Source: an optimization exercise on an open RTL-to-GDS flow (aim: small area, a short achievable clock period and few clock cycles). Production flows keep margins and buffers that such runs may drop.
Only simulation tests tie the RTL to the original design; equivalence was not proved.
No activity file was given, so power comes from the tool's default toggle rates.

==> flow/design.v <==
package trdq_pkg;
	localparam int QUEUE_DEPTH = 64;
	localparam int TAG_W  = 16;
	localparam int DLY_W  = 16;
	localparam int XFER_W = 16;
	localparam int ACC_W  = 20;
	localparam int NOW_W  = 16;
	localparam int LAG_W  = 7;
	localparam logic [1:0] STAT_NONE = 2'd0;
	localparam logic [1:0] STAT_REL  = 2'd1;
	localparam logic [1:0] STAT_ENQ  = 2'd2;
	localparam logic [1:0] STAT_DROP = 2'd3;
endpackage
import trdq_pkg::*;
module trdq_alu (
	input  logic               clk,
	input  logic               arst_n,
	input  logic               in_v,
	input  logic [1:0]         in_st,
	input  logic [TAG_W-1:0]   in_tag,
	input  logic [DLY_W-1:0]   in_dly,
	input  logic [LAG_W-1:0]   in_now,
	input  logic [LAG_W-1:0]   in_rel,
	output logic               done,
	output logic [1:0]         status,
	output logic [TAG_W-1:0]   released_tag,
	output logic [XFER_W-1:0]  transit_ms,
	output logic [ACC_W-1:0]   mean_transit_q4,
	output logic [ACC_W-1:0]   jitter_q4
);
	localparam int XW = ACC_W + 1;
	logic               s2_v;
	logic [1:0]         s2_st;
	logic [TAG_W-1:0]   s2_tag;
	logic [XFER_W-1:0]  s2_tr;
	logic               s2_sat;
	logic               rel;
	logic [LAG_W-1:0]   lag;
	logic [DLY_W:0]     t;
	assign rel = (in_st == STAT_REL);
	assign lag = in_now - in_rel - LAG_W'(2);
	assign t   = {1'b0, in_dly} + {{(DLY_W+1-LAG_W){1'b0}}, lag};
	always_ff @(posedge clk or negedge arst_n) begin
		if (!arst_n)
			s2_v <= 1'b0;
		else
			s2_v <= in_v;
	end
	always_ff @(posedge clk) begin
		s2_st  <= in_st;
		s2_tag <= rel ? in_tag : '0;
		s2_tr  <= !rel ? '0 : t[DLY_W] ? '1 : t[XFER_W-1:0];
		s2_sat <= t[DLY_W];
	end
	logic               s3_v;
	logic [1:0]         s3_st;
	logic [TAG_W-1:0]   s3_tag;
	logic [XFER_W-1:0]  s3_tr;
	logic [XW-1:0]      s3_x;
	logic [ACC_W-1:0]   mean_q;
	logic [ACC_W-1:0]   m_a, m_b, m_c, m_s, m_k, mean_new;
	assign m_a      = mean_q;
	assign m_b      = ~(mean_q >> 4);
	assign m_c      = {{(ACC_W-XFER_W){1'b0}}, s2_tr};
	assign m_s      = m_a ^ m_b ^ m_c;
	assign m_k      = {((m_a[ACC_W-2:0] & m_b[ACC_W-2:0]) | (m_a[ACC_W-2:0] & m_c[ACC_W-2:0]) |
		(m_b[ACC_W-2:0] & m_c[ACC_W-2:0])), 1'b1};
	assign mean_new = m_s + m_k;
	logic [XW-1:0]      x_a, x_b, x_c, x_d, x_s1, x_k1, x_s2, x_k2, x;
	assign x_a  = {1'b0, s2_tr, {4{s2_sat}}};
	assign x_b  = ~{1'b0, mean_q};
	assign x_c  = {5'b0, mean_q[ACC_W-1:4]};
	assign x_d  = ~{5'b0, s2_tr};
	assign x_s1 = x_a ^ x_b ^ x_c;
	assign x_k1 = {((x_a[XW-2:0] & x_b[XW-2:0]) | (x_a[XW-2:0] & x_c[XW-2:0]) |
		(x_b[XW-2:0] & x_c[XW-2:0])), 1'b1};
	assign x_s2 = x_s1 ^ x_k1 ^ x_d;
	assign x_k2 = {((x_s1[XW-2:0] & x_k1[XW-2:0]) | (x_s1[XW-2:0] & x_d[XW-2:0]) |
		(x_k1[XW-2:0] & x_d[XW-2:0])), 1'b1};
	assign x    = x_s2 + x_k2;
	always_ff @(posedge clk or negedge arst_n) begin
		if (!arst_n) begin
			s3_v   <= 1'b0;
			mean_q <= '0;
		end else begin
			s3_v <= s2_v;
			if (s2_v && s2_st == STAT_REL)
				mean_q <= mean_new;
		end
	end
	always_ff @(posedge clk) begin
		s3_st  <= s2_st;
		s3_tag <= s2_tag;
		s3_tr  <= s2_tr;
		s3_x   <= x;
	end
	logic               s4_v;
	logic [1:0]         s4_st;
	logic [TAG_W-1:0]   s4_tag;
	logic [XFER_W-1:0]  s4_tr;
	logic [ACC_W-1:0]   s4_mean;
	logic [ACC_W-1:0]   jit_q;
	logic               neg;
	logic               low0;
	logic [ACC_W-1:0]   j_a, j_b, j_c, j_s, j_k;
	logic [ACC_W:0]     j_sum;
	assign neg   = s3_x[XW-1];
	assign low0  = neg && (s3_x[3:0] == 4'd0);
	assign j_a   = jit_q;
	assign j_b   = ~(jit_q >> 4);
	assign j_c   = {4'b0, s3_x[ACC_W-1:4] ^ {(ACC_W-4){neg}}};
	assign j_s   = j_a ^ j_b ^ j_c;
	assign j_k   = {((j_a[ACC_W-2:0] & j_b[ACC_W-2:0]) | (j_a[ACC_W-2:0] & j_c[ACC_W-2:0]) |
		(j_b[ACC_W-2:0] & j_c[ACC_W-2:0])), 1'b1};
	assign j_sum = {j_s, 1'b1} + {j_k, low0};
	always_ff @(posedge clk or negedge arst_n) begin
		if (!arst_n) begin
			s4_v  <= 1'b0;
			jit_q <= '0;
		end else begin
			s4_v <= s3_v;
			if (s3_v && s3_st == STAT_REL)
				jit_q <= j_sum[ACC_W:1];
		end
	end
	always_ff @(posedge clk) begin
		s4_st   <= s3_st;
		s4_tag  <= s3_tag;
		s4_tr   <= s3_tr;
		s4_mean <= mean_q;
	end
	assign done            = s4_v;
	assign status          = s4_st;
	assign released_tag    = s4_tag;
	assign transit_ms      = s4_tr;
	assign mean_transit_q4 = s4_mean;
	assign jitter_q4       = jit_q;
endmodule
import trdq_pkg::*;
module trdq_ram (
	input  logic                clk,
	input  logic                arst_n,
	input  logic                in_v,
	input  logic                in_op,
	input  logic [TAG_W-1:0]    in_tag,
	input  logic [DLY_W-1:0]    in_dly,
	output logic                out_v,
	output logic [1:0]          out_st,
	output logic [TAG_W-1:0]    out_tag,
	output logic [DLY_W-1:0]    out_dly,
	output logic [LAG_W-1:0]    out_rel,
	output logic [LAG_W-1:0]    now_lo
);
	localparam int N  = QUEUE_DEPTH;
	localparam int GS = 8;
	localparam int NG = N / GS;
	localparam int RW = TAG_W + DLY_W + LAG_W;
	logic [N-1:0]       vld_q;
	logic [N-1:0]       due_q;
	logic [TAG_W-1:0]   tag_q [N];
	logic [NOW_W-1:0]   rel_q [N];
	logic [DLY_W-1:0]   dly_q [N];
	logic [NOW_W-1:0]   now_q;
	logic [NG-1:0] g_any;
	logic [NG-1:0] g_sel;
	logic [N-1:0]  l_sel;
	logic [N-1:0]  sel;
	logic          any_due;
	always_comb begin
		for (int g = 0; g < NG; g++) begin
			g_any[g] = |due_q[g*GS +: GS];
			for (int j = 0; j < GS; j++) begin
				l_sel[g*GS+j] = due_q[g*GS+j];
				for (int k = j + 1; k < GS; k++)
					l_sel[g*GS+j] = l_sel[g*GS+j] & ~due_q[g*GS+k];
			end
		end
		for (int g = 0; g < NG; g++) begin
			g_sel[g] = g_any[g];
			for (int k = g + 1; k < NG; k++)
				g_sel[g] = g_sel[g] & ~g_any[k];
		end
		for (int i = 0; i < N; i++)
			sel[i] = l_sel[i] & g_sel[i / GS];
		any_due = |g_any;
	end
	logic [NG-1:0] g_full;
	logic [NG-1:0] g_room;
	logic [N-1:0]  l_room;
	logic [N-1:0]  room;
	logic          full;
	always_comb begin
		for (int g = 0; g < NG; g++) begin
			g_full[g] = &vld_q[g*GS +: GS];
			for (int j = 0; j < GS; j++) begin
				l_room[g*GS+j] = 1'b1;
				for (int k = 0; k < j; k++)
					l_room[g*GS+j] = l_room[g*GS+j] & vld_q[g*GS+k];
			end
		end
		for (int g = 0; g < NG; g++) begin
			g_room[g] = 1'b1;
			for (int k = 0; k < g; k++)
				g_room[g] = g_room[g] & g_full[k];
		end
		for (int i = 0; i < N; i++)
			room[i] = l_room[i] & g_room[i / GS];
		full = &g_full;
	end
	logic [N-1:0] hit;
	logic         enq;
	logic         tick;
	assign enq  = in_v && in_op && !full;
	assign tick = in_v && !in_op;
	always_comb begin
		for (int i = 0; i < N; i++)
			hit[i] = vld_q[i] && (rel_q[i] == now_q);
	end
	always_ff @(posedge clk or negedge arst_n) begin
		if (!arst_n) begin
			vld_q <= '0;
			due_q <= '0;
			now_q <= '0;
		end else begin
			if (enq) begin
				for (int i = 0; i < N; i++) begin
					if (room[i]) begin
						vld_q[i] <= 1'b1;
						due_q[i] <= (i == 0) ? (in_dly <= DLY_W'(1)) : due_q[i-1];
					end
				end
			end else if (tick) begin
				now_q <= now_q + NOW_W'(1);
				vld_q <= vld_q & ~sel;
				due_q <= (due_q | hit) & ~sel;
			end
		end
	end
	always_ff @(posedge clk) begin
		for (int i = 0; i < N; i++) begin
			if (enq && room[i]) begin
				tag_q[i] <= (i == 0) ? in_tag : tag_q[i-1];
				rel_q[i] <= (i == 0) ? now_q + NOW_W'(in_dly) - NOW_W'(2) : rel_q[i-1];
				dly_q[i] <= (i == 0) ? in_dly : dly_q[i-1];
			end
		end
	end
	logic [RW-1:0] g_rd [NG];
	logic [RW-1:0] rd;
	always_comb begin
		for (int g = 0; g < NG; g++) begin
			g_rd[g] = '0;
			for (int j = 0; j < GS; j++)
				g_rd[g] = g_rd[g] | ({tag_q[g*GS+j], dly_q[g*GS+j], rel_q[g*GS+j][LAG_W-1:0]}
					& {RW{l_sel[g*GS+j]}});
		end
		rd = '0;
		for (int g = 0; g < NG; g++)
			rd = rd | (g_rd[g] & {RW{g_sel[g]}});
	end
	always_ff @(posedge clk or negedge arst_n) begin
		if (!arst_n)
			out_v <= 1'b0;
		else
			out_v <= in_v;
	end
	always_ff @(posedge clk) begin
		out_st  <= in_op ? (full ? STAT_DROP : STAT_ENQ) : (any_due ? STAT_REL : STAT_NONE);
		{out_tag, out_dly, out_rel} <= rd;
	end
	assign now_lo = now_q[LAG_W-1:0];
endmodule
import trdq_pkg::*;
module timed_release_delay_queue
(
	input  logic                clk,
	input  logic                arst_n,
	input  logic                start,
	output logic                busy,
	input  logic                opcode,
	input  logic [TAG_W-1:0]    seq_tag,
	input  logic [DLY_W-1:0]    delay_ms,
	output logic                done,
	output logic [1:0]          status,
	output logic [TAG_W-1:0]    released_tag,
	output logic [XFER_W-1:0]   transit_ms,
	output logic [ACC_W-1:0]    mean_transit_q4,
	output logic [ACC_W-1:0]    jitter_q4
);
	assign busy = 1'b0;
	logic              q_v;
	logic [1:0]        q_st;
	logic [TAG_W-1:0]  q_tag;
	logic [DLY_W-1:0]  q_dly;
	logic [LAG_W-1:0]  q_now;
	logic [LAG_W-1:0]  q_rel;
	trdq_ram u_ram (
		.clk     (clk),
		.arst_n  (arst_n),
		.in_v    (start),
		.in_op   (opcode),
		.in_tag  (seq_tag),
		.in_dly  (delay_ms),
		.out_v   (q_v),
		.out_st  (q_st),
		.out_tag (q_tag),
		.out_dly (q_dly),
		.now_lo  (q_now),
		.out_rel (q_rel)
	);
	trdq_alu u_alu (
		.clk             (clk),
		.arst_n          (arst_n),
		.in_v            (q_v),
		.in_st           (q_st),
		.in_tag          (q_tag),
		.in_dly          (q_dly),
		.in_now          (q_now),
		.in_rel          (q_rel),
		.done            (done),
		.status          (status),
		.released_tag    (released_tag),
		.transit_ms      (transit_ms),
		.mean_transit_q4 (mean_transit_q4),
		.jitter_q4       (jitter_q4)
	);
endmodule
==> flow/run.sh <==
#!/bin/bash
# synth_recipe.tcl (not shown) runs the flow's synth.tcl, then flattens the netlist and writes it again
# the make line also repeats each setting of config.mk as NAME=value (left out here)
make -C /OpenROAD-flow-scripts/flow DESIGN_CONFIG=/design/flow/config.mk WORK_HOME=/design/flow/orfs CLKGATE_MAP_FILE= SYNTH_SCRIPT=/design/flow/synth_recipe.tcl finish
==> flow/config.mk <==
export PLATFORM = sky130hd
export DESIGN_NAME = timed_release_delay_queue
export DESIGN_NICKNAME = timed_release_delay_queue
export VERILOG_FILES = /design/flow/design.v
export SDC_FILE = /design/flow/constraint.sdc
export NUM_CORES = 4
export LEC_CHECK = 0
export ABC_CLOCK_PERIOD_IN_PS = 3000
export CAP_MARGIN = 20
export CORE_MARGIN = 2
export CORE_UTILIZATION = 50
export SETUP_SLACK_MARGIN = 4.6
export SLEW_MARGIN = 20
export SYNTH_MEMORY_MAX_BITS = 8192
export TNS_END_PERCENT = 5
==> flow/constraint.sdc <==
create_clock -name core_clock -period 8.0 [get_ports {clk}]
set_input_delay 1.6000 -clock core_clock [delete_from_list [all_inputs] [get_ports {clk}]]
set_output_delay 1.6000 -clock core_clock [all_outputs]
set_load 0.01 [all_outputs]
==> reports/results.ini, run 1 <==
[sta]
setup_viol=0
rsz0062_at_grt=yes
slew_headroom_pct=24.4
max_slew.worst_pin.slew_ns=1.13
timing.hold.ws_ns=0.323
fmax_ghz=0.276
timing.final.ws_setup_ns=4.38
final-hold-violation-count=0
slew_violations=0
setup_tns_ns=0
skew_ns=0.0687
fin_crit_ns=3.62
post-route-period-util_pct=45.3

[die]
fp.dieH_um=532
std_cell_rows=193
fp.dieArea_um2=283000
pin_count=112
initial_utilization_pct=50.3
placeableCoreArea_um2=277000
die-width_um=532

[logic_synthesis]
syn_inst=9139
yosysSeqAreaShare_pct=72.3
synth.top_cells.by_count=edfxtp_1, xnor2_1, nand2_1, clkbuf_1, a22oi_1
synthTopCellsByArea=edfxtp_1, xnor2_1, dfrtp_1
yosysUniqueCellTypes=82
syn-num-nets=9356
yosysTopAreaCell=edfxtp_1
syn_area_per_cell_um2=15.2
synth_warnings=6
synth_edf_count=3072
synthDominantCellAreaShare_pct=66.3
postSynth.asyncResetShare_pct=5.46
yosysMostFrequentCell=edfxtp_1
synth_ff_type=edfxtp_1
yosys_register_bits=3445
synth.cell_area_um2=139000

[worst_setup_path]
critPathKind=input port to flip-flop
cp.arrival_ns=4.38
r2r-start=u_ram.due_q[63]
r2r_slack_ns=4.42
r2r_end=u_ram.out_dly[8]
end_kind=flip-flop
cp_slowest_cell=or4b_4
path_cells=clkdlybuf4s18_2 > and2_4 > or4b_4 > nor3_4 > buf_12 > nand2_2 > nor3_2 > buf_8 > o21ai_0 > o2bb2ai_1
worst_ep_required_time_ns=8.76
critPathLaunch=opcode
startpoint_type=input port
path_buf_inv=3
crit_fanout=51
path_delay_family=simple AND/OR/NAND/NOR gates
reg2reg_depth=9
critPathMaxStageDelay_ns=0.60

[clock_tree]
holdBufCountCts=0
clk_latency_ns=0.92
clockBufferDepth=4
cts_made_buffers=355
clock_sinks=3445
cts-root-buf=clkbuf_16
cts_max_level=5
clk_pin_slew_worst_paths_ns=0.06
cts_tree=done

[power_and_ir_drop]
power_mw=56.0
p_leak_nw=53.0
peakVddDrop_uv=640
p_per_area_nw_per_um2=346

[routing]
viasPerCell=6.42
dr.first_iter.drc_count=11400
ant_nets=0
routed-via-count=86700
wl_mm=437
drc=0
drt-pass1-iter-count=9
wl_per_cell_um=32.4

[global_routing]
gr-total-overflow=0
grt_pass1_vias=83300
antenna_found_initial=37
grt_pass1_wl_mm=608
grt_max_degree=103
grt_usage_pct=29.4

[placed_design]
pre_cts_ws_ns=1.92
portBuffers=110
dpl.cell_count=12600
dp_hpwl_mm=282
gp_congestion=0.916

[worst_hold_path]
min_path_type=flip-flop to flip-flop
min_from=u_alu.s3_tag[13]
hold_depth=0
hold-path-endpoint=u_alu.s4_tag[13]

[layout]
drive_gt1_share_pct=15.3
syn_to_final_growth_pct=16.5
layout.nets=9723
final_cells=13500

[run_status]
status=finished clean

[job]
maxCapViolations=0

## logic make-up (layout without fill, tap and decap cells)
family,count (synthesis),in the layout,share of synthesized area (%)
DFF,3445,3445,72.3
xor gates and xnor gates,1128,1128,7.10
and+or+nand+nor,1530,1553,5.48
muxes,25,25,0.196
buffers and inverters,801,1431,2.18
other,1,19,0.00269
adders and majority gates,181,181,1.99
AOI/OAI and AO/OA,2028,2028,10.7
## flip-flops by register name, indices dropped and copies added (netlist names), 20 cells and up
name and flops:
u_ram.rel_q 1024, u_alu.s4_mean 20, u_alu.s3_x 21, u_ram.dly_q 1024
u_alu.mean_q 20, u_ram.vld_q 64, u_ram.tag_q 1024, u_ram.due_q 64
u_alu.jit_q 20
## layout make-up
type	instances	area, um2
Inverter	262	1170
Timing Repair Buffer	521	5640
Fill cell	21200	115000
Antenna cell	18	45.0
Multi-Input combinational cell	4916	38200
Sequential cell	3445	101000
Timing Repair inverter	5	38.8
Clock inverter	150	1580
Tap cell	3705	4640
Clock buffer	493	9980
## worst max-delay path by stage
stage,depth (start not counted),slack (ns),to
after floorplan,5,0.30,u_ram.dly_q[39][0]
after global placement,8,1.98,u_ram.rel_q[63][7]
after detailed placement,8,1.92,u_ram.rel_q[63][15]
after CTS,9,4.37,u_ram.out_dly[2]
after global routing,10,4.39,u_ram.due_q[62]
final,10,4.38,u_ram.due_q[62]
## metal layers
metal	track usage, %	vias up	part of all wire, %
met4	15.5	20	6.1
met2	46.5	4852	47
li1	-	36400	-
met1	39.1	44500	38
met3	5.25	964	9.0
met5	0	-	0.037
## power by group
group	internal (mW)	switching (mW)	total, mW
Clock	9.61	6.99	16.6
Sequential	20.3	0.867	21.2
Combinational	7.34	10.9	18.3
## cell usage in the layout (no fill, tap or decap), types with 40 or more instances in the layout
cell	instances
edfxtp_1	3072
xnor2_1	831
nand2_1	505
a22oi_1	428
clkbuf_16	380
xor2_1	290
buf_4	286
a221o_1	273
o21ai_0	262
a21oi_1	239
inv_1	220
nor2_1	213
dfxtp_1	171
nand4_1	170
a221oi_1	168
nand3_1	130
dfrtp_1	129
nor4_1	100
clkdlybuf4s50_1	99
ha_1	93
clkbuf_1	88
a222oi_1	77
a31oi_1	71
nor3_1	69
a21o_1	65
fa_1	61
a21oi_2	54
a221oi_2	49
clkinv_2	49
or3_1	48
clkinv_1	47
o211ai_1	43
clkbuf_8	42
dfrtp_2	41
buf_12	40
## repair_timing
action,CTS,global route
endpoints found under the setup margin,3170,1871
setup buffers,82,103
gates resized for setup,425,357
gates cloned,34,24
pin swaps,42,86
## metrics by stage
step	utilization [%]	instance area [um2]
after floorplan	-	139000
after global placement	52.3	145000
after detailed placement	52.3	145000
after CTS	57.6	159000
after global routing	58.6	162000
final	58.6	162000
## worst register-to-register path, delay by kind of cell, from the launching register on
kind,cells,cell delay [ns]
buf+inv,2,0.35
flops,1,0.49
simple gates,6,2.19
compound gates,1,0.51
Testbench counts, summed over its fixed seeds: cycles 12,032.
==> inputs of run 2 (changes only) <==
--- a/flow/design.v
+++ b/flow/design.v
@@ -1,4 +1,5 @@
 package trdq_pkg;
 	localparam int QUEUE_DEPTH = 64;
+	localparam int IDX_W       = $clog2(QUEUE_DEPTH);
 	localparam int TAG_W  = 16;
 	localparam int DLY_W  = 16;
@@ -29,5 +30,4 @@
 	output logic [ACC_W-1:0]   jitter_q4
 );
-	localparam int XW = ACC_W + 1;
 	logic               s2_v;
 	logic [1:0]         s2_st;
@@ -57,5 +57,5 @@
 	logic [TAG_W-1:0]   s3_tag;
 	logic [XFER_W-1:0]  s3_tr;
-	logic [XW-1:0]      s3_x;
+	logic               s3_sat;
 	logic [ACC_W-1:0]   mean_q;
 	logic [ACC_W-1:0]   m_a, m_b, m_c, m_s, m_k, mean_new;
@@ -67,16 +67,4 @@
 		(m_b[ACC_W-2:0] & m_c[ACC_W-2:0])), 1'b1};
 	assign mean_new = m_s + m_k;
-	logic [XW-1:0]      x_a, x_b, x_c, x_d, x_s1, x_k1, x_s2, x_k2, x;
-	assign x_a  = {1'b0, s2_tr, {4{s2_sat}}};
-	assign x_b  = ~{1'b0, mean_q};
-	assign x_c  = {5'b0, mean_q[ACC_W-1:4]};
-	assign x_d  = ~{5'b0, s2_tr};
-	assign x_s1 = x_a ^ x_b ^ x_c;
-	assign x_k1 = {((x_a[XW-2:0] & x_b[XW-2:0]) | (x_a[XW-2:0] & x_c[XW-2:0]) |
-		(x_b[XW-2:0] & x_c[XW-2:0])), 1'b1};
-	assign x_s2 = x_s1 ^ x_k1 ^ x_d;
-	assign x_k2 = {((x_s1[XW-2:0] & x_k1[XW-2:0]) | (x_s1[XW-2:0] & x_d[XW-2:0]) |
-		(x_k1[XW-2:0] & x_d[XW-2:0])), 1'b1};
-	assign x    = x_s2 + x_k2;
 	always_ff @(posedge clk or negedge arst_n) begin
 		if (!arst_n) begin
@@ -93,5 +81,5 @@
 		s3_tag <= s2_tag;
 		s3_tr  <= s2_tr;
-		s3_x   <= x;
+		s3_sat <= s2_sat;
 	end
 	logic               s4_v;
@@ -100,4 +88,25 @@
 	logic [XFER_W-1:0]  s4_tr;
 	logic [ACC_W-1:0]   s4_mean;
+	logic [ACC_W:0]     s4_x;
+	logic [ACC_W-1:0]   tq;
+	assign tq = {s3_tr, {4{s3_sat}}};
+	always_ff @(posedge clk or negedge arst_n) begin
+		if (!arst_n)
+			s4_v <= 1'b0;
+		else
+			s4_v <= s3_v;
+	end
+	always_ff @(posedge clk) begin
+		s4_st   <= s3_st;
+		s4_tag  <= s3_tag;
+		s4_tr   <= s3_tr;
+		s4_mean <= mean_q;
+		s4_x    <= {1'b0, tq} - {1'b0, mean_q};
+	end
+	logic               s5_v;
+	logic [1:0]         s5_st;
+	logic [TAG_W-1:0]   s5_tag;
+	logic [XFER_W-1:0]  s5_tr;
+	logic [ACC_W-1:0]   s5_mean;
 	logic [ACC_W-1:0]   jit_q;
 	logic               neg;
@@ -105,9 +114,9 @@
 	logic [ACC_W-1:0]   j_a, j_b, j_c, j_s, j_k;
 	logic [ACC_W:0]     j_sum;
-	assign neg   = s3_x[XW-1];
-	assign low0  = neg && (s3_x[3:0] == 4'd0);
+	assign neg   = s4_x[ACC_W];
+	assign low0  = neg && (s4_x[3:0] == 4'd0);
 	assign j_a   = jit_q;
 	assign j_b   = ~(jit_q >> 4);
-	assign j_c   = {4'b0, s3_x[ACC_W-1:4] ^ {(ACC_W-4){neg}}};
+	assign j_c   = {4'b0, s4_x[ACC_W-1:4] ^ {(ACC_W-4){neg}}};
 	assign j_s   = j_a ^ j_b ^ j_c;
 	assign j_k   = {((j_a[ACC_W-2:0] & j_b[ACC_W-2:0]) | (j_a[ACC_W-2:0] & j_c[ACC_W-2:0]) |
@@ -116,23 +125,23 @@
 	always_ff @(posedge clk or negedge arst_n) begin
 		if (!arst_n) begin
-			s4_v  <= 1'b0;
+			s5_v  <= 1'b0;
 			jit_q <= '0;
 		end else begin
-			s4_v <= s3_v;
-			if (s3_v && s3_st == STAT_REL)
+			s5_v <= s4_v;
+			if (s4_v && s4_st == STAT_REL)
 				jit_q <= j_sum[ACC_W:1];
 		end
 	end
 	always_ff @(posedge clk) begin
-		s4_st   <= s3_st;
-		s4_tag  <= s3_tag;
-		s4_tr   <= s3_tr;
-		s4_mean <= mean_q;
-	end
-	assign done            = s4_v;
-	assign status          = s4_st;
-	assign released_tag    = s4_tag;
-	assign transit_ms      = s4_tr;
-	assign mean_transit_q4 = s4_mean;
+		s5_st   <= s4_st;
+		s5_tag  <= s4_tag;
+		s5_tr   <= s4_tr;
+		s5_mean <= s4_mean;
+	end
+	assign done            = s5_v;
+	assign status          = s5_st;
+	assign released_tag    = s5_tag;
+	assign transit_ms      = s5_tr;
+	assign mean_transit_q4 = s5_mean;
 	assign jitter_q4       = jit_q;
 endmodule
@@ -162,4 +171,6 @@
 	logic [DLY_W-1:0]   dly_q [N];
 	logic [NOW_W-1:0]   now_q;
+	logic [IDX_W:0]     cnt_q;
+	logic               full_q;
 	logic [NG-1:0] g_any;
 	logic [NG-1:0] g_sel;
@@ -189,5 +200,4 @@
 	logic [N-1:0]  l_room;
 	logic [N-1:0]  room;
-	logic          full;
 	always_comb begin
 		for (int g = 0; g < NG; g++) begin
@@ -206,10 +216,9 @@
 		for (int i = 0; i < N; i++)
 			room[i] = l_room[i] & g_room[i / GS];
-		full = &g_full;
 	end
 	logic [N-1:0] hit;
 	logic         enq;
 	logic         tick;
-	assign enq  = in_v && in_op && !full;
+	assign enq  = in_v && in_op && !full_q;
 	assign tick = in_v && !in_op;
 	always_comb begin
@@ -219,9 +228,13 @@
 	always_ff @(posedge clk or negedge arst_n) begin
 		if (!arst_n) begin
-			vld_q <= '0;
-			due_q <= '0;
-			now_q <= '0;
+			vld_q  <= '0;
+			due_q  <= '0;
+			now_q  <= '0;
+			cnt_q  <= '0;
+			full_q <= 1'b0;
 		end else begin
 			if (enq) begin
+				cnt_q  <= cnt_q + 1'b1;
+				full_q <= (cnt_q == N - 1);
 				for (int i = 0; i < N; i++) begin
 					if (room[i]) begin
@@ -232,4 +245,8 @@
 			end else if (tick) begin
 				now_q <= now_q + NOW_W'(1);
+				if (any_due) begin
+					cnt_q  <= cnt_q - 1'b1;
+					full_q <= 1'b0;
+				end
 				vld_q <= vld_q & ~sel;
 				due_q <= (due_q | hit) & ~sel;
@@ -266,5 +283,5 @@
 	end
 	always_ff @(posedge clk) begin
-		out_st  <= in_op ? (full ? STAT_DROP : STAT_ENQ) : (any_due ? STAT_REL : STAT_NONE);
+		out_st  <= in_op ? (full_q ? STAT_DROP : STAT_ENQ) : (any_due ? STAT_REL : STAT_NONE);
 		{out_tag, out_dly, out_rel} <= rd;
 	end
@@ -288,4 +305,19 @@
 	output logic [ACC_W-1:0]    jitter_q4
 );
+	logic              w_v;
+	logic              w_op;
+	logic [TAG_W-1:0]  w_tag;
+	logic [DLY_W-1:0]  w_dly;
+	always_ff @(posedge clk or negedge arst_n) begin
+		if (!arst_n)
+			w_v <= 1'b0;
+		else
+			w_v <= start;
+	end
+	always_ff @(posedge clk) begin
+		w_op  <= opcode;
+		w_tag <= seq_tag;
+		w_dly <= delay_ms;
+	end
 	assign busy = 1'b0;
 	logic              q_v;
@@ -298,8 +330,8 @@
 		.clk     (clk),
 		.arst_n  (arst_n),
-		.in_v    (start),
-		.in_op   (opcode),
-		.in_tag  (seq_tag),
-		.in_dly  (delay_ms),
+		.in_v    (w_v),
+		.in_op   (w_op),
+		.in_tag  (w_tag),
+		.in_dly  (w_dly),
 		.out_v   (q_v),
 		.out_st  (q_st),
==> flow/flow/run.sh (new file) <==
#!/bin/bash
# the standard layout with one change: the buffers that placement puts on the
# input and output ports are sky130_fd_sc_hd__buf_4 instead of the resizer's
# own pick (a slow delay buffer). synthesis is the standard one, unchanged.
# each call's full output goes to a log file of its own in the work folder.
set -euo pipefail
export BUFFER_PORTS_ARGS="-buffer_cell sky130_fd_sc_hd__buf_4"
bash standard.sh synth > synth.log 2>&1
bash standard.sh floorplan place > place.log 2>&1
bash standard.sh cts > cts.log 2>&1
bash standard.sh route > route.log 2>&1
bash standard.sh finish > finish.log 2>&1
==> flow/standard.sh (new file) <==
#!/bin/bash
# synth_recipe.tcl (not shown) runs the flow's synth.tcl, then flattens the netlist and writes it again
# the make line also repeats each setting of config.mk as NAME=value (left out here)
make -C /OpenROAD-flow-scripts/flow DESIGN_CONFIG=/design/flow/config.mk WORK_HOME=/design/flow/orfs CLKGATE_MAP_FILE= SYNTH_SCRIPT=/design/flow/synth_recipe.tcl "${@:-finish}"
--- a/flow/config.mk
+++ b/flow/config.mk
@@ -9,7 +9,10 @@
 export CAP_MARGIN = 20
 export CORE_MARGIN = 2
-export CORE_UTILIZATION = 50
-export SETUP_SLACK_MARGIN = 4.6
+export CORE_UTILIZATION = 70
+export CTS_CLUSTER_DIAMETER = 100
+export CTS_CLUSTER_SIZE = 30
+export PLACE_DENSITY = 0.78
+export SETUP_SLACK_MARGIN = 4.7
 export SLEW_MARGIN = 20
 export SYNTH_MEMORY_MAX_BITS = 8192
-export TNS_END_PERCENT = 5
+export TNS_END_PERCENT = 30
removed: flow/run.sh
==> run 2 against run 1 <==
Net effect: non-clock buffer count down 60; worst setup slack better by 0.22 ns; count of clock-buffer cells in the layout down 257; clock skew down 0.030 ns; critical path depth up 7; worst hold slack better by 0.011 ns; synthesized area up 0.89%; final cell count down 12%; sequential share of layout area up 4.5 points.
==> reports/results.ini, run 2 <==
[run_status]
status=finished clean  ; unchanged

[layout]
syn_to_final_growth_pct=9.72  ; was 16.5%
final_cells=11900  ; was 13,500
drive_gt1_share_pct=12.4  ; was 15.3%
layout.nets=9287  ; was 9,723
layout_common_cells=edfxtp_1, xnor2_1, a221o_1  ; was edfxtp_1, xnor2_1, nand2_1
final_common_cell=edfxtp_1  ; unchanged
reg_top3=u_ram.dly_q x1024, u_ram.rel_q x1024, u_ram.tag_q x1024  ; unchanged

[power_and_ir_drop]
p_leak_nw=48.3  ; was 53.0 nW
power_mw=46.5  ; was 56.0 mW
p_per_area_nw_per_um2=302  ; was 346 nW/um2
peakVddDrop_uv=778  ; was 640 uV

[global_routing]
grt_pass1_wl_mm=577  ; was 608 mm
grt_usage_pct=39.3  ; was 29.4%
grt_pass1_vias=81100  ; was 83,300
antenna_found_initial=19  ; was 37
gr-total-overflow=0  ; unchanged
grt_max_degree=85  ; was 103

[placed_design]
dpl.cell_count=11400  ; was 12,600
portBuffers=110  ; unchanged
dp_hpwl_mm=266  ; was 282 mm
gp_congestion=0.983  ; was 0.916
pre_cts_ws_ns=2.98  ; was 1.92 ns

[worst_setup_path]
end_kind=flip-flop  ; unchanged
startpoint_type=flip-flop  ; was input port
crit_fanout=5  ; was 51
reg2reg_depth=17  ; was 9
r2r_end=u_alu.s2_tr[13]  ; was u_ram.out_dly[8]
worst_ep_required_time_ns=8.80  ; was 8.76 ns
critPathMaxStageDelay_ns=0.45  ; was 0.60 ns
r2r_slack_ns=4.60  ; was 4.42 ns
r2r-start=u_ram.now_q[2]  ; was u_ram.due_q[63]
path_buf_inv=5  ; was 3
path_delay_family=compound AO/OA/AOI/OAI gates  ; was simple AND/OR/NAND/NOR gates
critPathKind=flip-flop to flip-flop  ; was input port to flip-flop
path_cells=clkinvlp_4 > ha_4 > inv_4 > ha_4 > a21o_1 > a21oi_2 > xnor2_1 > ha_1 > inv_2 > o21bai_1 > a21o_1 > a21oi_4 > buf_12 > nor2_4 > nand3_4 > buf_6 > a31oi_1  ; was clkdlybuf4s18_2 > and2_4 > or4b_4 > nor3_4 > buf_12 > nand2_2 > nor3_2 > buf_8 > o21ai_0 > o2bb2ai_1
cp_slowest_cell=dfrtp_4  ; was or4b_4
cp.arrival_ns=4.21  ; was 4.38 ns

[routing]
drc=0  ; unchanged
ant_nets=0  ; unchanged
wl_mm=411  ; was 437 mm
dr.first_iter.drc_count=16600  ; was 11,400
routed-via-count=87500  ; was 86,700
wl_per_cell_um=34.6  ; was 32.4 um
drt-pass1-iter-count=11  ; was 9
viasPerCell=7.37  ; was 6.42

[sta]
slew_violations=0  ; unchanged
setup_tns_ns=0  ; unchanged
max_slew.worst_pin.slew_ns=1.17  ; was 1.13 ns
final-hold-violation-count=0  ; unchanged
setup_viol=0  ; unchanged
slew_headroom_pct=21.3  ; was 24.4%
fmax_ghz=0.294  ; was 0.276 GHz
timing.final.ws_setup_ns=4.60  ; was 4.38 ns
post-route-period-util_pct=42.5  ; was 45.3%
skew_ns=0.0391  ; was 0.0687 ns
rsz0062_at_grt=yes  ; unchanged
fin_crit_ns=3.40  ; was 3.62 ns

[worst_hold_path]
hold_depth=0  ; unchanged
min_path_type=flip-flop to flip-flop  ; unchanged
min_from=u_alu.s3_tag[0]  ; was u_alu.s3_tag[13]
hold-path-endpoint=u_alu.s4_tag[0]  ; was u_alu.s4_tag[13]

[logic_synthesis]
yosys_register_bits=3543  ; was 3,445
yosysUniqueCellTypes=82  ; unchanged
synthDominantCellAreaShare_pct=65.7  ; was 66.3%
yosysTopAreaCell=edfxtp_1  ; unchanged
synth_edf_count=3072  ; unchanged
syn-num-nets=9181  ; was 9,356
synthTopCellsByArea=edfxtp_1, a221o_1, xnor2_1  ; was edfxtp_1, xnor2_1, dfrtp_1
synth.top_cells.by_count=edfxtp_1, xnor2_1, a221o_1, xor2_1, a22oi_1  ; was edfxtp_1, xnor2_1, nand2_1, clkbuf_1, a22oi_1
synth_warnings=7  ; was 6
synth.cell_area_um2=140000  ; was 139,000 um2
postSynth.asyncResetShare_pct=5.59  ; was 5.46%
yosysSeqAreaShare_pct=73.1  ; was 72.3%
syn_area_per_cell_um2=15.6  ; was 15.2 um2
syn_inst=8997  ; was 9,139
synth_ff_type=edfxtp_1  ; unchanged
yosysMostFrequentCell=edfxtp_1  ; unchanged

[clock_tree]
clock_sinks=3543  ; was 3,445
holdBufCountCts=0  ; unchanged
cts_made_buffers=137  ; was 355
clk_latency_ns=0.89  ; was 0.92 ns
clockBufferDepth=3  ; was 4
clk_pin_slew_worst_paths_ns=0.12  ; was 0.06 ns
cts-root-buf=clkbuf_16  ; unchanged
cts_tree=done  ; unchanged
cts_max_level=4  ; was 5

[die]
pin_count=112  ; unchanged
std_cell_rows=164  ; was 193
fp.dieArea_um2=204000  ; was 283,000 um2
placeableCoreArea_um2=199000  ; was 277,000 um2
initial_utilization_pct=70.4  ; was 50.3%
fp.dieH_um=452  ; was 532 um
die-width_um=452  ; was 532 um

[job]
maxCapViolations=0  ; unchanged

run 2: cell count changes after synthesis, sizes merged, moves of 41 or more:
| cell | previous run | this run |
|---|---|---|
| a21oi | 305 | 147 |
| o21ai | 302 | 240 |
| xnor2 | 832 | 626 |
| xor2 | 296 | 505 |
| dfxtp | 185 | 273 |
| a221o | 273 | 586 |
| a22oi | 429 | 470 |
| nand2 | 515 | 338 |
| nor2 | 235 | 370 |
| a31oi | 76 | 31 |
| a222oi | 77 | 1 |
| nor4 | 112 | 156 |
run 2: per-stage QoR:
step / hold WS [ns] / cell area [um2] / utilization (%)
after floorplan: 0.310 / 141000 / -
after detailed placement: 0.312 / 145000 / 72.5
after global routing: 0.340 / 154000 / 77.2
after CTS: 0.335 / 152000 / 76.2
final: 0.334 / 154000 / 77.2
after global placement: 0.312 / 145000 / 72.5
run 2: power by group:
part | internal [mW] | switching (mW) | leakage, nW
clock network | 3.51 | 5.47 | 1.98
logic | 6.25 | 9.76 | 16.2
registers | 20.8 | 0.748 | 30.1
run 2: worst max path at each step:
| stage | from | end | slack, ns | cells after the start |
|---|---|---|---|---|
| 2_1_floorplan | u_ram.vld_q[5] | u_ram.dly_q[62][0] | 2.86 | 10 |
| 4_1_cts | u_ram.now_q[2] | u_ram.due_q[37] | 4.53 | 9 |
| 6_report | u_ram.now_q[2] | u_alu.s2_tr[13] | 4.60 | 17 |
| 3_5_place_dp | u_ram.vld_q[2] | u_ram.tag_q[31][11] | 2.98 | 10 |
| 5_1_grt | u_ram.now_q[2] | u_alu.s2_tr[13] | 4.54 | 17 |
| 3_3_place_gp | w_op | u_ram.due_q[23] | 3.02 | 12 |
run 2: cell type report:
cell class	instances	area, um2
repair buffers	461	4640
multi-input cells	4728	38100
diodes	12	30.0
fillers	11300	45400
repair inverters	9	71.3
flip-flops and latches	3543	103000
clock inverters	10	139
clock buffers	236	4000
well taps	2656	3320
inverters	223	1030
run 2: what timing repair did:
action / in CTS / in global routing
buffers inserted: 83 / 56
endpoints found under the setup margin: 1934 / 1364
pin swaps: 41 / 75
gates resized for setup: 364 / 299
gates cloned: 43 / 13
run 2: cell families after synthesis:
group,share of synthesized area (%)
flip-flops,73.1
AO/OA/AOI/OAI,11.1
AND/OR/NAND/NOR,5.14
XOR/XNOR,7.05
buffers and inverters,2.03
adder cells (fa/ha/maj),1.52
multiplexers,0.0686
other,0.00267
run 2: metal layers:
layer / part of all wire (%) / GRT usage (%)
met2: 43 / 55.7
met3: 16 / 12.6
met4: 4.5 / 14.6
met1: 36 / 57.7
met5: 0.018 / 0
Testbench counts of run 2, summed over its fixed seeds: cycles 12,048.
==> inputs of run 3 (changes only) <==
--- a/flow/config.mk
+++ b/flow/config.mk
@@ -13,6 +13,6 @@
 export CTS_CLUSTER_SIZE = 30
 export PLACE_DENSITY = 0.78
-export SETUP_SLACK_MARGIN = 4.7
+export SETUP_SLACK_MARGIN = 4.85
 export SLEW_MARGIN = 20
 export SYNTH_MEMORY_MAX_BITS = 8192
-export TNS_END_PERCENT = 30
+export TNS_END_PERCENT = 50
==> run 3 against run 2 <==
Net effect: still clean on timing, DRC and antenna; combinational power rose by 6%; sequential cell count did not move; die area did not move; design area rose by 0.93%; critical path depth fell by 1; worst hold slack got worse by 0.0019 ns; final cell count rose by 0.65%; non-clock buffer count rose by 78; critical endpoint is now u_alu.s2_tr[10]; largest power group unchanged.
==> reports/results.ini, run 3 <==
[run_status]
status=finished clean  ; unchanged

[global_routing]
grt_pass1_wl_mm=584  ; was 577 mm
grt_pass1_vias=82000  ; was 81,100
grt_usage_pct=39.8  ; was 39.3%
antenna_found_initial=16  ; was 19
gr-total-overflow=0  ; unchanged
grt_max_degree=85  ; unchanged

[clock_tree]
cts_max_level=4  ; unchanged
clockBufferDepth=3  ; unchanged
cts_made_buffers=137  ; unchanged
clk_latency_ns=0.90  ; was 0.89 ns
cts-root-buf=clkbuf_16  ; unchanged
clock_sinks=3543  ; unchanged
clk_pin_slew_worst_paths_ns=0.12  ; about the same
cts_tree=done  ; unchanged

[placed_design]
portBuffers=110  ; unchanged
dp_hpwl_mm=266  ; unchanged
gp_congestion=0.983  ; unchanged
pre_cts_ws_ns=2.98  ; unchanged

[logic_synthesis]
synth_top_family_by_area=compound AO/OA/AOI/OAI gates  ; unchanged
yosys.area_share.adder_pct=1.52  ; unchanged
syn_inst=8997  ; unchanged
synth_mux_area_share_pct=0.0686  ; unchanged
yosysMostFrequentCell=edfxtp_1  ; unchanged
synth_warnings=7  ; unchanged
syn-num-nets=9181  ; unchanged
yosysUniqueCellTypes=82  ; unchanged
yosysSeqAreaShare_pct=73.1  ; unchanged
syn_area_per_cell_um2=15.6  ; unchanged
postSynth.asyncResetShare_pct=5.59  ; unchanged
synth_edf_count=3072  ; unchanged
synth-simple-area-share_pct=5.14  ; unchanged
synth_xor_area_share_pct=7.05  ; unchanged
synthTopCellsByArea=edfxtp_1, a221o_1, xnor2_1  ; unchanged
synth_ff_type=edfxtp_1  ; unchanged
synth_compound_area_share_pct=11.1  ; unchanged
synth.top_cells.by_count=edfxtp_1, xnor2_1, a221o_1, xor2_1, a22oi_1  ; unchanged
yosys_register_bits=3543  ; unchanged
yosysTopAreaCell=edfxtp_1  ; unchanged
synth.cell_area_um2=140000  ; unchanged
synthDominantCellAreaShare_pct=65.7  ; unchanged

[die]
fp.dieArea_um2=204000  ; unchanged
die-width_um=452  ; unchanged
initial_utilization_pct=70.4  ; unchanged
pin_count=112  ; unchanged
fp.dieH_um=452  ; unchanged
placeableCoreArea_um2=199000  ; unchanged
std_cell_rows=164  ; unchanged

[worst_hold_path]
min_path_type=flip-flop to flip-flop  ; unchanged
min_from=u_alu.s3_tag[0]  ; unchanged

[power_and_ir_drop]
peakVddDrop_uv=542  ; was 778 uV
comb_power_share_pct=35.7  ; was 34.4%
pwr-share-seq_pct=45.3  ; was 46.3%
clkPwrFrac_pct=18.9  ; was 19.3%
p_per_area_nw_per_um2=305  ; was 302 nW/um2
p_leak_nw=48.9  ; was 48.3 nW
p_sw_mw=16.3  ; was 16.0 mW
p_int_mw=31.1  ; was 30.5 mW
swShare_pct=34.5  ; was 34.4%

[layout]
reg_top3=u_ram.dly_q x1024, u_ram.rel_q x1024, u_ram.tag_q x1024  ; unchanged
final_common_cell=edfxtp_1  ; unchanged
drive_gt1_share_pct=13.6  ; was 12.4%
layout.nets=9367  ; was 9,287
post-route-util_pct=78.0  ; was 77.2%
layout_common_cells=edfxtp_1, xnor2_1, a221o_1  ; unchanged
syn_to_final_growth_pct=10.7  ; was 9.72%

[worst_setup_path]
r2r_slack_ns=4.59  ; was 4.60 ns
r2r_end=u_alu.s2_tr[10]  ; was u_alu.s2_tr[13]
critPathKind=flip-flop to flip-flop  ; unchanged
crit_fanout=4  ; was 5
cp.arrival_ns=4.14  ; was 4.21 ns
startpoint_type=flip-flop  ; unchanged
end_kind=flip-flop  ; unchanged
endpoint=u_alu.s2_tr[10]  ; was u_alu.s2_tr[13]
reg2reg_depth=16  ; was 17
critPathLaunch=u_ram.now_q[1]  ; was u_ram.now_q[2]
worst_ep_required_time_ns=8.74  ; was 8.80 ns
r2r-start=u_ram.now_q[1]  ; was u_ram.now_q[2]

[routing]
wl_mm=415  ; was 411 mm
viasPerCell=7.36  ; was 7.37
ant_nets=0  ; unchanged
dr.first_iter.drc_count=16700  ; was 16,600
drc=0  ; unchanged
drt-pass1-iter-count=7  ; was 11
routed-via-count=88000  ; was 87,500
wl_per_cell_um=34.8  ; was 34.6 um

[sta]
slew_violations=0  ; unchanged
rsz0062_at_grt=yes  ; unchanged
max_slew.worst_pin.slew_ns=1.11  ; was 1.17 ns
timing.final.ws_setup_ns=4.59  ; was 4.60 ns
timing.hold.ws_ns=0.332  ; was 0.334 ns
final-hold-violation-count=0  ; unchanged
slew_headroom_pct=25.6  ; was 21.3%
skew_ns=0.0439  ; was 0.0391 ns
setup_viol=0  ; unchanged
setup_tns_ns=0  ; unchanged
fin_crit_ns=3.41  ; was 3.40 ns
post-route-period-util_pct=42.6  ; was 42.5%
fmax_ghz=0.294  ; about the same

[job]
maxCapViolations=0  ; unchanged

run 3: cell counts after synthesis:
No cell type changed its count.
run 3: cell type report:
class                      count  area, um2
fill                       11100      44000
multi-input combinational   4730      38500
tap                         2656       3320
antenna                        9       22.5
sequential                  3543     103000
timing repair buffer         539       5640
timing repair inverter         9       70.1
inverter                     223       1040
clock inverter                10        139
clock buffer                 236       4000
run 3: kinds of logic after synthesis:
group,count (synthesis)
flops,3543
compound gates,1959
simple gates,1452
xor+xnor,1131
buf+inv,754
fa+ha+maj,148
mux,9
other cells,1
run 3: worst min-delay path by stage:
stage	end	slack, ns	cells after the start
2_1_floorplan	u_alu.s3_sat	0.31	0
3_3_place_gp	u_alu.s4_tag[14]	0.31	0
3_5_place_dp	u_alu.s5_mean[12]	0.31	0
4_1_cts	u_alu.s4_tag[0]	0.33	0
5_1_grt	u_alu.s5_tr[2]	0.33	0
6_report	u_alu.s4_tag[0]	0.33	0
run 3: per-stage QoR:
step	area, um2	cells	power (mW)
2_1_floorplan	141000	8997	29.6
3_3_place_gp	145000	11400	34.3
3_5_place_dp	145000	11400	34.6
4_1_cts	154000	11900	45.2
5_1_grt	155000	11900	48.8
6_report	155000	12000	47.4
run 3: timing repair:
item	CTS	global route
pin swaps	102	87
cloned	50	14
setup buffers	142	69
endpoints found under the hold margin	0	0
gates resized for setup	541	241
hold buffers	0	0
setup endpoints to repair	2164	1581
run 3: power groups by stage:
stage               Sequential [mW]  Clock [mW]  Combinational, mW
floorplan                      21.6           0               8.02
detailed placement             21.9           0               12.6
CTS                            21.4        8.98               14.8
global placement               21.9           0               12.4
finish                         21.5        8.99               16.9
global route                   21.6        9.54               17.7
run 3: per-layer routing:
metal  up-vias  part of all wire (%)  GRT usage (%)
li1      35500                     -              -
met1     44100                    36           58.2
met2      7408                    43           56.6
met3       930                    16           12.6
met4        12                   4.6           15.0
met5         -                 0.016              0
run 3: worst max-delay path, stage by stage (launching register included):
cell	delay (ns)
dfrtp_4	0.45
inv_6	0.05
ha_4	0.26
inv_2	0.04
ha_4	0.16
fa_2	0.58
ha_4	0.21
a21o_1	0.19
a21oi_2	0.18
o21bai_1	0.09
a21o_1	0.23
a21oi_4	0.16
buf_12	0.15
buf_6	0.10
nor2b_1	0.04
xnor2_1	0.24
a21oi_2	0.10

separate check: timing with driven ports:
How much do the figures lean on ideal ports? The routed layouts below were timed once more, with nothing changed but the port constraints.
Step 1: set_driving_cell puts a clkbuf_16 on clk and a buf_2 on each other input, an assumption about the parent block.
Step 2 moves the port delays by t, midway between the first and last clock arrival at a register: inputs arrive t later, outputs are due t later. That takes back most of the time a late clock gives input paths.
Slacks: ideal ports / drivers / drivers and shift; pairs: ideal ports / drivers.
| run | t, ns | setup slack, ns | hold WS [ns] | worst setup path after step 2 | worst register clock-pin slew, ns |
|---|---|---|---|---|---|
| run 1 | 0.984 | 4.376 / 4.357 / 3.398 | 0.323 / 0.323 / 0.323 | input to register | 0.07 / 0.07 |
| run 2 | 0.963 | 4.597 / 4.597 / 4.597 | 0.334 / 0.334 / 0.334 | register to register | 0.12 / 0.12 |
| run 3 | 0.967 | 4.594 / 4.594 / 4.594 | 0.332 / 0.332 / 0.332 | register to register | 0.12 / 0.12 |
After both steps setup and hold are still met in every run listed. For run 1, which loses most, drivers alone change the setup slack by -0.019 ns; drivers and shift together by -0.978 ns.
